Background: an optimization exercise with open tools, aiming at small area. Do not read the settings as production practice.
In this exercise RTL edits were held to simulation tests only and were not proved equivalent to the original.
Power is estimated from default activity; no workload was simulated.

==> inputs of 10-18 <==
==> flow/design.v <==
package rx_adc_conditioner_pkg;
    localparam int ADDR_W = 7;
    localparam int DATA_W = 32;
    localparam int ADC_W  = 12;
    localparam int SMP_W  = 16;
    localparam int NCH    = 4;
    localparam int DEF_ADDR_DC_OFFSET_CL_EN = 39;
    localparam int DEF_ADDR_ADC_OFFSET_0    = 10;
    localparam int DEF_ADDR_ADC_OFFSET_1    = 11;
    localparam int DEF_ADDR_ADC_OFFSET_2    = 12;
    localparam int DEF_ADDR_ADC_OFFSET_3    = 13;
    localparam int DEF_ADDR_RX_MUX          = 38;
    localparam int MUX_W           = 20;
    localparam int MUX_NUMCHAN_LSB = 0;
    localparam int MUX_NUMCHAN_W   = 3;
    localparam int MUX_REAL_BIT    = 3;
    localparam int MUX_DDC_LSB     = 4;
    localparam int MUX_DDC_W       = 4;
    function automatic logic [MUX_DDC_W-1:0] ddc_sel(
        input logic [MUX_W-1:0] mux,
        input int               n
    );
        ddc_sel = mux[MUX_DDC_LSB + MUX_DDC_W*n +: MUX_DDC_W];
    endfunction
endpackage
import rx_adc_conditioner_pkg::*;
module rx_setting_reg
#(
    parameter int ADDR  = 0,
    parameter int WIDTH = 32,
    parameter int LSB   = 0
) (
    input  logic              clock,
    input  logic              reset,
    input  logic [ADDR_W-1:0] serial_addr,
    input  logic [DATA_W-1:0] serial_data,
    input  logic              serial_strobe,
    output logic [WIDTH-1:0]  value
);
    logic hit;
    assign hit = serial_strobe && (serial_addr == ADDR_W'(ADDR));
    always_ff @(posedge clock) begin
        if (reset) begin
            value <= '0;
        end else if (hit) begin
            value <= serial_data[LSB +: WIDTH];
        end
    end
endmodule
import rx_adc_conditioner_pkg::*;
module rx_dc_corrector
(
    input  logic             clock,
    input  logic             reset,
    input  logic             en,
    input  logic             load,
    input  logic [SMP_W-1:0] preload,
    input  logic [ADC_W-1:0] adc,
    output logic [SMP_W-1:0] corr
);
    logic [15:0] lo, hm;
    logic        up, dn;
    logic        hs;
    logic [15:0] x;
    logic        rnd;
    assign x = {adc[ADC_W-1], adc, 3'b000};
    assign rnd = hs & (|lo);
    logic [3:0]  l0, l1;
    logic [1:0]  e0;
    assign e0 = up ? 2'd1 : dn ? 2'd3 : 2'd2;      
    assign l0 = {1'b0, ~hm[2:0]} + {2'b00, e0};
    assign l1 = {1'b0, ~hm[2:0]} + {2'b00, e0} - 4'd1;
    logic [3:0]  lsel;
    assign lsel = rnd ? l1 : l0;
    logic        t16;
    logic [12:0] corr_hi;
    rx_add #(.W(13)) u_a1 (.a(x[15:3]), .b(~hm[15:3]), .cin(lsel[3]), .s(corr_hi), .cout(t16));
    assign corr = {corr_hi, lsel[2:0]};
    logic [15:0] cg, lo_n;
    logic        k16;
    assign cg = corr & {16{en}};
    rx_add #(.W(16)) u_a2 (.a(lo), .b(cg), .cin(1'b0), .s(lo_n), .cout(k16));
    logic [16:0] ci, bi;
    logic [15:0] hm_n;
    assign ci[0] = 1'b1;
    assign bi[0] = 1'b1;
    for (genvar i = 0; i < 16; i++) begin : g_id
        assign ci[i+1] = &hm[i:0];
        assign bi[i+1] = ~|hm[i:0];
        assign hm_n[i] = hm[i] ^ ((up & ci[i]) | (dn & bi[i]));
    end
    logic up_n, dn_n, hs_n;
    assign up_n = k16 & ~cg[15];
    assign dn_n = cg[15] & ~k16;
    logic hs_p, hs_z, hs_m;
    assign hs_p = hm_n[15];                            
    assign hs_z = hm_n[15] ^ (~|hm_n[14:0]);           
    assign hs_m = hm_n[15] ^ (~|hm_n[14:1]);           
    assign hs_n = up_n ? hs_p : dn_n ? hs_m : hs_z;
    logic set;
    assign set = load | reset;
    always_ff @(posedge clock) begin
        if (set) begin
            lo <= '0;
            hm <= preload;
            up <= 1'b1;
            dn <= 1'b0;
            hs <= preload[15];
        end else begin
            lo <= lo_n;
            hm <= hm_n;
            up <= up_n;
            dn <= dn_n;
            hs <= hs_n;
        end
    end
endmodule
module rx_add
#(
    parameter int W = 16
) (
    input  logic [W-1:0] a,
    input  logic [W-1:0] b,
    input  logic         cin,
    output logic [W-1:0] s,
    output logic         cout
);
    logic [W-1:0] p, g;
    logic [W:0]   c;
    assign p = a ^ b;
    assign g = a & b;
    assign c[0] = cin;
    for (genvar i = 0; i < W; i += 2) begin : g_c
        if (i + 1 < W) begin : g_two
            assign c[i+1] = g[i] | (p[i] & c[i]);
            assign c[i+2] = g[i+1] | (p[i+1] & g[i]) | (p[i+1] & p[i] & c[i]);
        end else begin : g_one
            assign c[i+1] = g[i] | (p[i] & c[i]);
        end
    end
    assign s = p ^ c[W-1:0];
    assign cout = c[W];
endmodule
module rx_rca
#(
    parameter int W = 16
) (
    input  logic [W-1:0] a,
    input  logic [W-1:0] b,
    input  logic         cin,
    output logic [W-1:0] s,
    output logic         cout
);
    logic [W-1:0] p, d;
    logic [W:0]   c;
    assign p = a ^ b;
    assign c[0] = cin;
    assign d[0] = cin;
    for (genvar i = 0; i < W; i++) begin : g_c
        assign c[i+1] = p[i] ? c[i] : a[i];
        if (i > 0) begin : g_d
            assign d[i] = ~(p[i-1] ? ~c[i-1] : ~a[i-1]);
        end
    end
    assign s = p ^ d;
    assign cout = c[W];
endmodule
import rx_adc_conditioner_pkg::*;
module rx_level_meter
(
    input  logic             clock,
    input  logic             clear,
    input  logic [ADC_W-1:0] adc,
    output logic [31:0]      rssi
);
    logic [20:0] level;
    logic [25:0] over;
    logic [10:0] mag;
    logic        flag;
    assign mag  = adc[ADC_W-1] ? ~adc[10:0] : adc[10:0];
    assign flag = &mag;
    assign rssi = {over[25:10], 5'd0, level[20:10]};
    logic [10:0] la, lb, lc, ls, lk;
    logic [10:0] lsum;
    assign la = level[10:0];
    assign lb = mag;
    assign lc = ~level[20:10];
    assign ls = la ^ lb ^ lc;
    assign lk = (la & lb) | (la & lc) | (lb & lc);
    logic [11:0] lx, ly;
    assign lx = {1'b0, ls};
    assign ly = {lk, 1'b0};
    logic lt11, lt12, lup, ldn;
    rx_rca #(.W(12)) u_la (.a(lx), .b(ly), .cin(1'b1), .s({lt11, lsum}), .cout(lt12));
    assign lup = lt12;                
    assign ldn = ~lt12 & ~lt11;       
    logic [9:0] lh, lh_n;
    logic [10:0] lci, lbi;
    assign lh = level[20:11];
    assign lci[0] = 1'b1;
    assign lbi[0] = 1'b1;
    for (genvar i = 0; i < 10; i++) begin : g_lid
        assign lci[i+1] = &lh[i:0];
        assign lbi[i+1] = ~|lh[i:0];
        assign lh_n[i] = lh[i] ^ ((lup & lci[i]) | (ldn & lbi[i]));
    end
    logic [15:0] osum;
    logic        ok16;
    rx_rca #(.W(16)) u_oa (.a(over[15:0]), .b(~over[25:10]), .cin(~flag), .s(osum), .cout(ok16));
    logic oup, odn;
    assign oup = ok16 & flag;
    assign odn = ~ok16 & ~flag;
    logic [9:0] oh, oh_n;
    logic [10:0] oci, obi;
    assign oh = over[25:16];
    assign oci[0] = 1'b1;
    assign obi[0] = 1'b1;
    for (genvar i = 0; i < 10; i++) begin : g_oid
        assign oci[i+1] = &oh[i:0];
        assign obi[i+1] = ~|oh[i:0];
        assign oh_n[i] = oh[i] ^ ((oup & oci[i]) | (odn & obi[i]));
    end
    always_ff @(posedge clock) begin
        if (clear) begin
            level <= '0;
            over  <= '0;
        end else begin
            level <= {lh_n, lsum};
            over  <= {oh_n, osum};
        end
    end
endmodule
import rx_adc_conditioner_pkg::*;
module rx_adc_conditioner
#(
    parameter int ADDR_DC_OFFSET_CL_EN = DEF_ADDR_DC_OFFSET_CL_EN,
    parameter int ADDR_ADC_OFFSET_0    = DEF_ADDR_ADC_OFFSET_0,
    parameter int ADDR_ADC_OFFSET_1    = DEF_ADDR_ADC_OFFSET_1,
    parameter int ADDR_ADC_OFFSET_2    = DEF_ADDR_ADC_OFFSET_2,
    parameter int ADDR_ADC_OFFSET_3    = DEF_ADDR_ADC_OFFSET_3,
    parameter int ADDR_RX_MUX          = DEF_ADDR_RX_MUX
) (
    input  logic              clock,
    input  logic              reset,
    input  logic              enable,
    input  logic [ADDR_W-1:0] serial_addr,
    input  logic [DATA_W-1:0] serial_data,
    input  logic              serial_strobe,
    input  logic [ADC_W-1:0]  rx_a_a,
    input  logic [ADC_W-1:0]  rx_b_a,
    input  logic [ADC_W-1:0]  rx_a_b,
    input  logic [ADC_W-1:0]  rx_b_b,
    output logic [31:0]       rssi_0,
    output logic [31:0]       rssi_1,
    output logic [31:0]       rssi_2,
    output logic [31:0]       rssi_3,
    output logic [SMP_W-1:0]  ddc0_in_i,
    output logic [SMP_W-1:0]  ddc0_in_q,
    output logic [SMP_W-1:0]  ddc1_in_i,
    output logic [SMP_W-1:0]  ddc1_in_q,
    output logic [SMP_W-1:0]  ddc2_in_i,
    output logic [SMP_W-1:0]  ddc2_in_q,
    output logic [SMP_W-1:0]  ddc3_in_i,
    output logic [SMP_W-1:0]  ddc3_in_q,
    output logic [3:0]        rx_numchan
);
    localparam int MQ_LSB = MUX_REAL_BIT;
    localparam int MQ_W   = MUX_W - MUX_REAL_BIT;
    logic [MUX_NUMCHAN_W-1:0]  numchan;
    logic [NCH-1:0]            dco_en;
    logic [NCH-1:0][ADC_W-1:0] adc;
    logic [NCH-1:0][SMP_W-1:0] corr;
    logic [NCH-1:0][SMP_W-1:0] corr_q;
    logic [NCH-1:0][31:0]      rssi;
    logic [MUX_W-1:0]          bus_q;
    logic                      mux_wr;
    logic [MQ_W-1:0]           mux_q;
    logic [NCH-1:0]            load;
    logic                      meter_clear;
    logic                      post_reset;
    assign meter_clear = reset || !enable || post_reset;
    rx_setting_reg #(.ADDR(ADDR_RX_MUX), .WIDTH(MUX_NUMCHAN_W), .LSB(MUX_NUMCHAN_LSB)) u_mux (
        .clock, .reset, .serial_addr, .serial_data, .serial_strobe,
        .value(numchan)
    );
    rx_setting_reg #(.ADDR(ADDR_DC_OFFSET_CL_EN), .WIDTH(NCH)) u_dco (
        .clock, .reset, .serial_addr, .serial_data, .serial_strobe,
        .value(dco_en)
    );
    always_ff @(posedge clock) begin
        bus_q <= serial_data[MUX_W-1:0];
    end
    always_ff @(posedge clock) begin
        if (reset) begin
            mux_wr <= 1'b0;
            load   <= '0;
        end else begin
            mux_wr  <= serial_strobe && (serial_addr == ADDR_W'(ADDR_RX_MUX));
            load[0] <= serial_strobe && (serial_addr == ADDR_W'(ADDR_ADC_OFFSET_0));
            load[1] <= serial_strobe && (serial_addr == ADDR_W'(ADDR_ADC_OFFSET_1));
            load[2] <= serial_strobe && (serial_addr == ADDR_W'(ADDR_ADC_OFFSET_2));
            load[3] <= serial_strobe && (serial_addr == ADDR_W'(ADDR_ADC_OFFSET_3));
        end
    end
    always_ff @(posedge clock) begin
        if (reset) begin
            mux_q <= '0;
        end else if (mux_wr) begin
            mux_q <= bus_q[MQ_LSB +: MQ_W];
        end
    end
    always_ff @(posedge clock) begin
        post_reset <= reset;
        adc[0] <= rx_a_a;
        adc[1] <= rx_b_a;
        adc[2] <= rx_a_b;
        adc[3] <= rx_b_b;
    end
    logic [SMP_W-1:0] preload;
    assign preload = reset ? '0 : bus_q[SMP_W-1:0];
    for (genvar n = 0; n < NCH; n++) begin : g_ch
        rx_dc_corrector u_dc (
            .clock, .reset, .en(dco_en[n]), .load(load[n]),
            .preload(preload), .adc(adc[n]), .corr(corr[n])
        );
        rx_level_meter u_lvl (
            .clock, .clear(meter_clear), .adc(adc[n]), .rssi(rssi[n])
        );
    end
    logic out_zero;
    always_ff @(posedge clock) begin
        corr_q   <= corr;
        out_zero <= reset || post_reset;
    end
    logic [NCH-1:0][SMP_W-1:0] ddc_i;
    logic [NCH-1:0][SMP_W-1:0] ddc_q;
    for (genvar d = 0; d < NCH; d++) begin : g_ddc
        logic [MUX_DDC_W-1:0] sel;
        logic [NCH-1:0]       oh_i, oh_q;
        assign sel = mux_q[MUX_DDC_LSB - MQ_LSB + MUX_DDC_W*d +: MUX_DDC_W];
        for (genvar k = 0; k < NCH; k++) begin : g_k
            assign oh_i[k] = !out_zero && (sel[1:0] == k);
            assign oh_q[k] = !out_zero && !mux_q[0] && (sel[3:2] == k);
        end
        always_comb begin
            ddc_i[d] = '0;
            ddc_q[d] = '0;
            for (int k = 0; k < NCH; k++) begin
                ddc_i[d] = ddc_i[d] | (corr_q[k] & {SMP_W{oh_i[k]}});
                ddc_q[d] = ddc_q[d] | (corr_q[k] & {SMP_W{oh_q[k]}});
            end
        end
    end
    assign ddc0_in_i = ddc_i[0];
    assign ddc0_in_q = ddc_q[0];
    assign ddc1_in_i = ddc_i[1];
    assign ddc1_in_q = ddc_q[1];
    assign ddc2_in_i = ddc_i[2];
    assign ddc2_in_q = ddc_q[2];
    assign ddc3_in_i = ddc_i[3];
    assign ddc3_in_q = ddc_q[3];
    assign rssi_0 = rssi[0];
    assign rssi_1 = rssi[1];
    assign rssi_2 = rssi[2];
    assign rssi_3 = rssi[3];
    assign rx_numchan = {numchan, 1'b0};
endmodule
==> flow/run.sh <==
#!/bin/bash
# synth_recipe.tcl (not shown) runs the flow's synth.tcl, then flattens the netlist and writes it again
# the make line also repeats each setting of config.mk as NAME=value (left out here)
make -C /OpenROAD-flow-scripts/flow DESIGN_CONFIG=/design/flow/config.mk WORK_HOME=/design/flow/orfs CLKGATE_MAP_FILE= SYNTH_SCRIPT=/design/flow/synth_recipe.tcl finish
==> flow/config.mk <==
export PLATFORM = sky130hd
export DESIGN_NAME = rx_adc_conditioner
export DESIGN_NICKNAME = rx_adc_conditioner
export VERILOG_FILES = /design/flow/design.v
export SDC_FILE = /design/flow/constraint.sdc
export NUM_CORES = 4
export LEC_CHECK = 0
export ABC_AREA = 1
export CAP_MARGIN = 20
export CORE_MARGIN = 2
export CORE_UTILIZATION = 45
export CTS_BUF_LIST = sky130_fd_sc_hd__clkbuf_8
export CTS_CLUSTER_DIAMETER = 45
export CTS_CLUSTER_SIZE = 16
export SLEW_MARGIN = 20
==> flow/constraint.sdc <==
create_clock -name core_clock -period 5.5 [get_ports {clock}]
set_input_delay 1.1000 -clock core_clock [delete_from_list [all_inputs] [get_ports {clock}]]
set_output_delay 1.1000 -clock core_clock [all_outputs]
set_load 0.01 [all_outputs]
==> 06-27: changes against 10-18 <==
--- a/flow/design.v
+++ b/flow/design.v
@@ -75,10 +75,10 @@
     logic        t16;
     logic [12:0] corr_hi;
-    rx_add #(.W(13)) u_a1 (.a(x[15:3]), .b(~hm[15:3]), .cin(lsel[3]), .s(corr_hi), .cout(t16));
+    rx_rca #(.W(13)) u_a1 (.a(x[15:3]), .b(~hm[15:3]), .cin(lsel[3]), .s(corr_hi), .cout(t16));
     assign corr = {corr_hi, lsel[2:0]};
     logic [15:0] cg, lo_n;
     logic        k16;
     assign cg = corr & {16{en}};
-    rx_add #(.W(16)) u_a2 (.a(lo), .b(cg), .cin(1'b0), .s(lo_n), .cout(k16));
+    rx_rca #(.W(16)) u_a2 (.a(lo), .b(cg), .cin(1'b0), .s(lo_n), .cout(k16));
     logic [16:0] ci, bi;
     logic [15:0] hm_n;
==> flow/flow/run.sh (new file) <==
#!/bin/bash
# The standard layout (standard.sh) with two changes:
#  1. Synthesis runs the standard flow's own script, synth_recipe.tcl, except that Yosys's
#     extract_fa is skipped and the final ABC mapping uses flow/area.abc
#     (area mapping under a 3.7 ns delay target) instead of ORFS's script.
#     Registers, their names and cell types are those of the standard synthesis.
#  2. Every port is buffered with the smallest buffer, sky130_fd_sc_hd__buf_1.
# Each tool's full output stays in orfs/logs; make's output goes to flow.log.
set -euo pipefail
W=$PWD
cat > "$W/own_synth.tcl" <<EOS
yosys -import
proc extract_fa {args} { puts "extract_fa skipped: ABC maps the adders" }
proc abc {args} {
  set i [lsearch -exact \$args -script]
  if { \$i >= 0 } {
    set args [lreplace \$args [expr {\$i + 1}] [expr {\$i + 1}] $W/flow/area.abc]
  }
  puts "abc \$args"
  yosys abc {*}\$args
}
source $W/synth_recipe.tcl
EOS
sed "s#SYNTH_SCRIPT=[^ ]*#SYNTH_SCRIPT=$W/own_synth.tcl#" standard.sh > own_standard.sh
grep -q "SYNTH_SCRIPT=$W/own_synth.tcl" own_standard.sh
export BUFFER_PORTS_ARGS="-buffer_cell sky130_fd_sc_hd__buf_1"
bash own_standard.sh > flow.log 2>&1
==> flow/flow/area.abc (new file) <==
strash
dc2
dch
map -D 3700
strash
dc2
dch
map -D 3700
buffer
upsize -D 3700
dnsize -D 3700
stime -p
==> flow/standard.sh (new file) <==
#!/bin/bash
# synth_recipe.tcl (not shown) runs the flow's synth.tcl, then flattens the netlist and writes it again
# the make line also repeats each setting of config.mk as NAME=value (left out here)
make -C /OpenROAD-flow-scripts/flow DESIGN_CONFIG=/design/flow/config.mk WORK_HOME=/design/flow/orfs CLKGATE_MAP_FILE= SYNTH_SCRIPT=/design/flow/synth_recipe.tcl "${@:-finish}"
--- a/flow/config.mk
+++ b/flow/config.mk
@@ -10,6 +10,6 @@
 export CORE_MARGIN = 2
 export CORE_UTILIZATION = 45
-export CTS_BUF_LIST = sky130_fd_sc_hd__clkbuf_8
-export CTS_CLUSTER_DIAMETER = 45
-export CTS_CLUSTER_SIZE = 16
+export CTS_BUF_LIST = sky130_fd_sc_hd__clkbuf_16
+export CTS_CLUSTER_DIAMETER = 60
+export CTS_CLUSTER_SIZE = 30
 export SLEW_MARGIN = 20
removed: flow/run.sh
==> 03-21: changes against 10-18 <==
==> flow/flow/run.sh (new file) <==
#!/bin/bash
# The standard layout, with every port buffered by the smallest buffer
# cell (sky130_fd_sc_hd__buf_1) instead of the one buffer_ports picks.
set -euo pipefail
export BUFFER_PORTS_ARGS="-buffer_cell sky130_fd_sc_hd__buf_1"
bash standard.sh > standard.log 2>&1
==> flow/standard.sh (new file) <==
#!/bin/bash
# synth_recipe.tcl (not shown) runs the flow's synth.tcl, then flattens the netlist and writes it again
# the make line also repeats each setting of config.mk as NAME=value (left out here)
make -C /OpenROAD-flow-scripts/flow DESIGN_CONFIG=/design/flow/config.mk WORK_HOME=/design/flow/orfs CLKGATE_MAP_FILE= SYNTH_SCRIPT=/design/flow/synth_recipe.tcl "${@:-finish}"
--- a/flow/config.mk
+++ b/flow/config.mk
@@ -9,7 +9,7 @@
 export CAP_MARGIN = 20
 export CORE_MARGIN = 2
-export CORE_UTILIZATION = 45
-export CTS_BUF_LIST = sky130_fd_sc_hd__clkbuf_8
-export CTS_CLUSTER_DIAMETER = 45
-export CTS_CLUSTER_SIZE = 16
+export CORE_UTILIZATION = 50
+export CTS_BUF_LIST = sky130_fd_sc_hd__clkbuf_16
+export CTS_CLUSTER_DIAMETER = 50
+export CTS_CLUSTER_SIZE = 24
 export SLEW_MARGIN = 20
removed: flow/run.sh
==> 12-20: changes against 10-18 <==
--- a/flow/design.v
+++ b/flow/design.v
@@ -75,18 +75,16 @@
     logic        t16;
     logic [12:0] corr_hi;
-    rx_add #(.W(13)) u_a1 (.a(x[15:3]), .b(~hm[15:3]), .cin(lsel[3]), .s(corr_hi), .cout(t16));
+    rx_rca #(.W(13)) u_a1 (.a(x[15:3]), .b(~hm[15:3]), .cin(lsel[3]), .s(corr_hi), .cout(t16));
     assign corr = {corr_hi, lsel[2:0]};
     logic [15:0] cg, lo_n;
     logic        k16;
     assign cg = corr & {16{en}};
-    rx_add #(.W(16)) u_a2 (.a(lo), .b(cg), .cin(1'b0), .s(lo_n), .cout(k16));
-    logic [16:0] ci, bi;
+    rx_rca #(.W(16)) u_a2 (.a(lo), .b(cg), .cin(1'b0), .s(lo_n), .cout(k16));
+    logic [16:0] m;
     logic [15:0] hm_n;
-    assign ci[0] = 1'b1;
-    assign bi[0] = 1'b1;
+    assign m[0] = up | dn;
     for (genvar i = 0; i < 16; i++) begin : g_id
-        assign ci[i+1] = &hm[i:0];
-        assign bi[i+1] = ~|hm[i:0];
-        assign hm_n[i] = hm[i] ^ ((up & ci[i]) | (dn & bi[i]));
+        assign m[i+1] = m[i] & (hm[i] ^ dn);
+        assign hm_n[i] = hm[i] ^ m[i];
     end
     logic up_n, dn_n, hs_n;
@@ -116,30 +114,4 @@
     end
 endmodule
-module rx_add
-#(
-    parameter int W = 16
-) (
-    input  logic [W-1:0] a,
-    input  logic [W-1:0] b,
-    input  logic         cin,
-    output logic [W-1:0] s,
-    output logic         cout
-);
-    logic [W-1:0] p, g;
-    logic [W:0]   c;
-    assign p = a ^ b;
-    assign g = a & b;
-    assign c[0] = cin;
-    for (genvar i = 0; i < W; i += 2) begin : g_c
-        if (i + 1 < W) begin : g_two
-            assign c[i+1] = g[i] | (p[i] & c[i]);
-            assign c[i+2] = g[i+1] | (p[i+1] & g[i]) | (p[i+1] & p[i] & c[i]);
-        end else begin : g_one
-            assign c[i+1] = g[i] | (p[i] & c[i]);
-        end
-    end
-    assign s = p ^ c[W-1:0];
-    assign cout = c[W];
-endmodule
 module rx_rca
 #(
@@ -343,12 +315,8 @@
             assign oh_q[k] = !out_zero && !mux_q[0] && (sel[3:2] == k);
         end
-        always_comb begin
-            ddc_i[d] = '0;
-            ddc_q[d] = '0;
-            for (int k = 0; k < NCH; k++) begin
-                ddc_i[d] = ddc_i[d] | (corr_q[k] & {SMP_W{oh_i[k]}});
-                ddc_q[d] = ddc_q[d] | (corr_q[k] & {SMP_W{oh_q[k]}});
-            end
-        end
+        assign ddc_i[d] = (corr_q[0] & {SMP_W{oh_i[0]}}) | (corr_q[1] & {SMP_W{oh_i[1]}})
+                        | (corr_q[2] & {SMP_W{oh_i[2]}}) | (corr_q[3] & {SMP_W{oh_i[3]}});
+        assign ddc_q[d] = (corr_q[0] & {SMP_W{oh_q[0]}}) | (corr_q[1] & {SMP_W{oh_q[1]}})
+                        | (corr_q[2] & {SMP_W{oh_q[2]}}) | (corr_q[3] & {SMP_W{oh_q[3]}});
     end
     assign ddc0_in_i = ddc_i[0];
==> flow/flow/run.sh (new file) <==
#!/bin/bash
# The standard layout (standard.sh) with these changes:
#  1. Synthesis runs the standard flow's own script, synth_recipe.tcl, except that Yosys's
#     extract_fa is skipped and the final ABC mapping uses flow/area.abc
#     (area mapping under a 3.4 ns delay target) instead of ORFS's script.
#     Registers, their names and cell types are those of the standard synthesis.
#  2. Every port is buffered with the smallest buffer, sky130_fd_sc_hd__buf_1.
#  3. After global routing, ORFS's power recovery (RECOVER_POWER) downsizes
#     gates on paths with positive slack.
# Each tool's full output stays in orfs/logs; make's output goes to flow.log.
set -euo pipefail
W=$PWD
cat > "$W/own_synth.tcl" <<EOS
yosys -import
proc extract_fa {args} { puts "extract_fa skipped: ABC maps the adders" }
proc abc {args} {
  set i [lsearch -exact \$args -script]
  if { \$i >= 0 } {
    set args [lreplace \$args [expr {\$i + 1}] [expr {\$i + 1}] $W/flow/area.abc]
  }
  puts "abc \$args"
  yosys abc {*}\$args
}
source $W/synth_recipe.tcl
EOS
sed "s#SYNTH_SCRIPT=[^ ]*#SYNTH_SCRIPT=$W/own_synth.tcl#" standard.sh > own_standard.sh
grep -q "SYNTH_SCRIPT=$W/own_synth.tcl" own_standard.sh
export BUFFER_PORTS_ARGS="-buffer_cell sky130_fd_sc_hd__buf_1"
export RECOVER_POWER=100
bash own_standard.sh > flow.log 2>&1
==> flow/flow/area.abc (new file) <==
strash
dc2
dch
map -D 3400
strash
dc2
dch
map -D 3400
buffer
upsize -D 3400
dnsize -D 3400
stime -p
==> flow/standard.sh (new file) <==
#!/bin/bash
# synth_recipe.tcl (not shown) runs the flow's synth.tcl, then flattens the netlist and writes it again
# the make line also repeats each setting of config.mk as NAME=value (left out here)
make -C /OpenROAD-flow-scripts/flow DESIGN_CONFIG=/design/flow/config.mk WORK_HOME=/design/flow/orfs CLKGATE_MAP_FILE= SYNTH_SCRIPT=/design/flow/synth_recipe.tcl "${@:-finish}"
--- a/flow/config.mk
+++ b/flow/config.mk
@@ -10,6 +10,6 @@
 export CORE_MARGIN = 2
 export CORE_UTILIZATION = 45
-export CTS_BUF_LIST = sky130_fd_sc_hd__clkbuf_8
-export CTS_CLUSTER_DIAMETER = 45
-export CTS_CLUSTER_SIZE = 16
+export CTS_BUF_LIST = sky130_fd_sc_hd__clkbuf_16
+export CTS_CLUSTER_DIAMETER = 60
+export CTS_CLUSTER_SIZE = 30
 export SLEW_MARGIN = 20
removed: flow/run.sh
==> run summary <==
10-18 passed the timing, design-rule and antenna checks. 03-21 passed the timing, design-rule and antenna checks. 06-27 finished with timing, DRC and antenna clean. 12-20 reached the layout checks and failed them: capacitance limit, slew limit. Die area: 10-18 > 06-27 > 12-20 > 03-21. Global-route usage, highest first: 03-21, 10-18, 06-27, 12-20. Routed wire length: 12-20 is smaller than 03-21 (5.6%). Against 03-21, the via count of 06-27 is lower by about 1.8%. Between 10-18 and 06-27, the lower design area is in 06-27 (gap 12%, measured against 06-27).
==> figures <==
	12-20	10-18	06-27	03-21
Run status	failed layout checks	complete, no violations	complete, no violations	complete, no violations
Layout check failures	capacitance limit, slew limit	-	-	-
Clock group share of total power	26.5%	23.6%	26.8%	27.8%
Clk. pwr	3.36 mW	3.30 mW	3.40 mW	4.00 mW
Commonest non-fill, non-tap cell in the layout	sky130_fd_sc_hd__nand2_1	sky130_fd_sc_hd__inv_1	sky130_fd_sc_hd__nand2_1	sky130_fd_sc_hd__inv_1
Register-to-register path setup slack	540 ps	400 ps	560 ps	410 ps
Grt met2 use	42.16%	44.75%	41.12%	46.60%
Antenna violations before repair	2	4	3	0
Die height	256.2 µm	265.4 µm	257.2 µm	252.0 µm
Area share of and/or/nand/nor cells after synthesis	24.22%	21.32%	22.76%	21.32%
Static Leakage	13.10 nW	16.17 nW	12.91 nW	15.52 nW
Endpoint, Worst Hold	mux_q[14]	mux_q[12]	mux_q[14]	out_zero
Share of power burned in combinational logic	38.6%	44.0%	38.6%	40.8%

-- re-timing with driven ports --
In the flow no input, the clock included, has a driving cell. The finished layouts below were timed again as built, in two steps. Step 1 assumes that a clkbuf_16 drives the clock port and a buf_2 every other input. Step 2 also shifts input and output timing later by t, the mid clock arrival at the registers, as if the neighbouring blocks saw the same clock. Slacks: no drivers / after step 1 / after step 2; pairs: no drivers / after step 1.
run	t (ns)	slack for setup (ns)	worst data-port slew with drivers (ns)
10-18	0.715	0.399 / 0.339 / 0.401	0.08
06-27	0.665	0.558 / 0.558 / 0.558	0.11
03-21	0.680	0.414 / 0.414 / 0.414	0.07
12-20	0.665	0.542 / 0.542 / 0.481	0.08
The setup slack of 12-20, which loses most, moves by 0.000 ns with the drivers and by -0.061 ns with both steps.
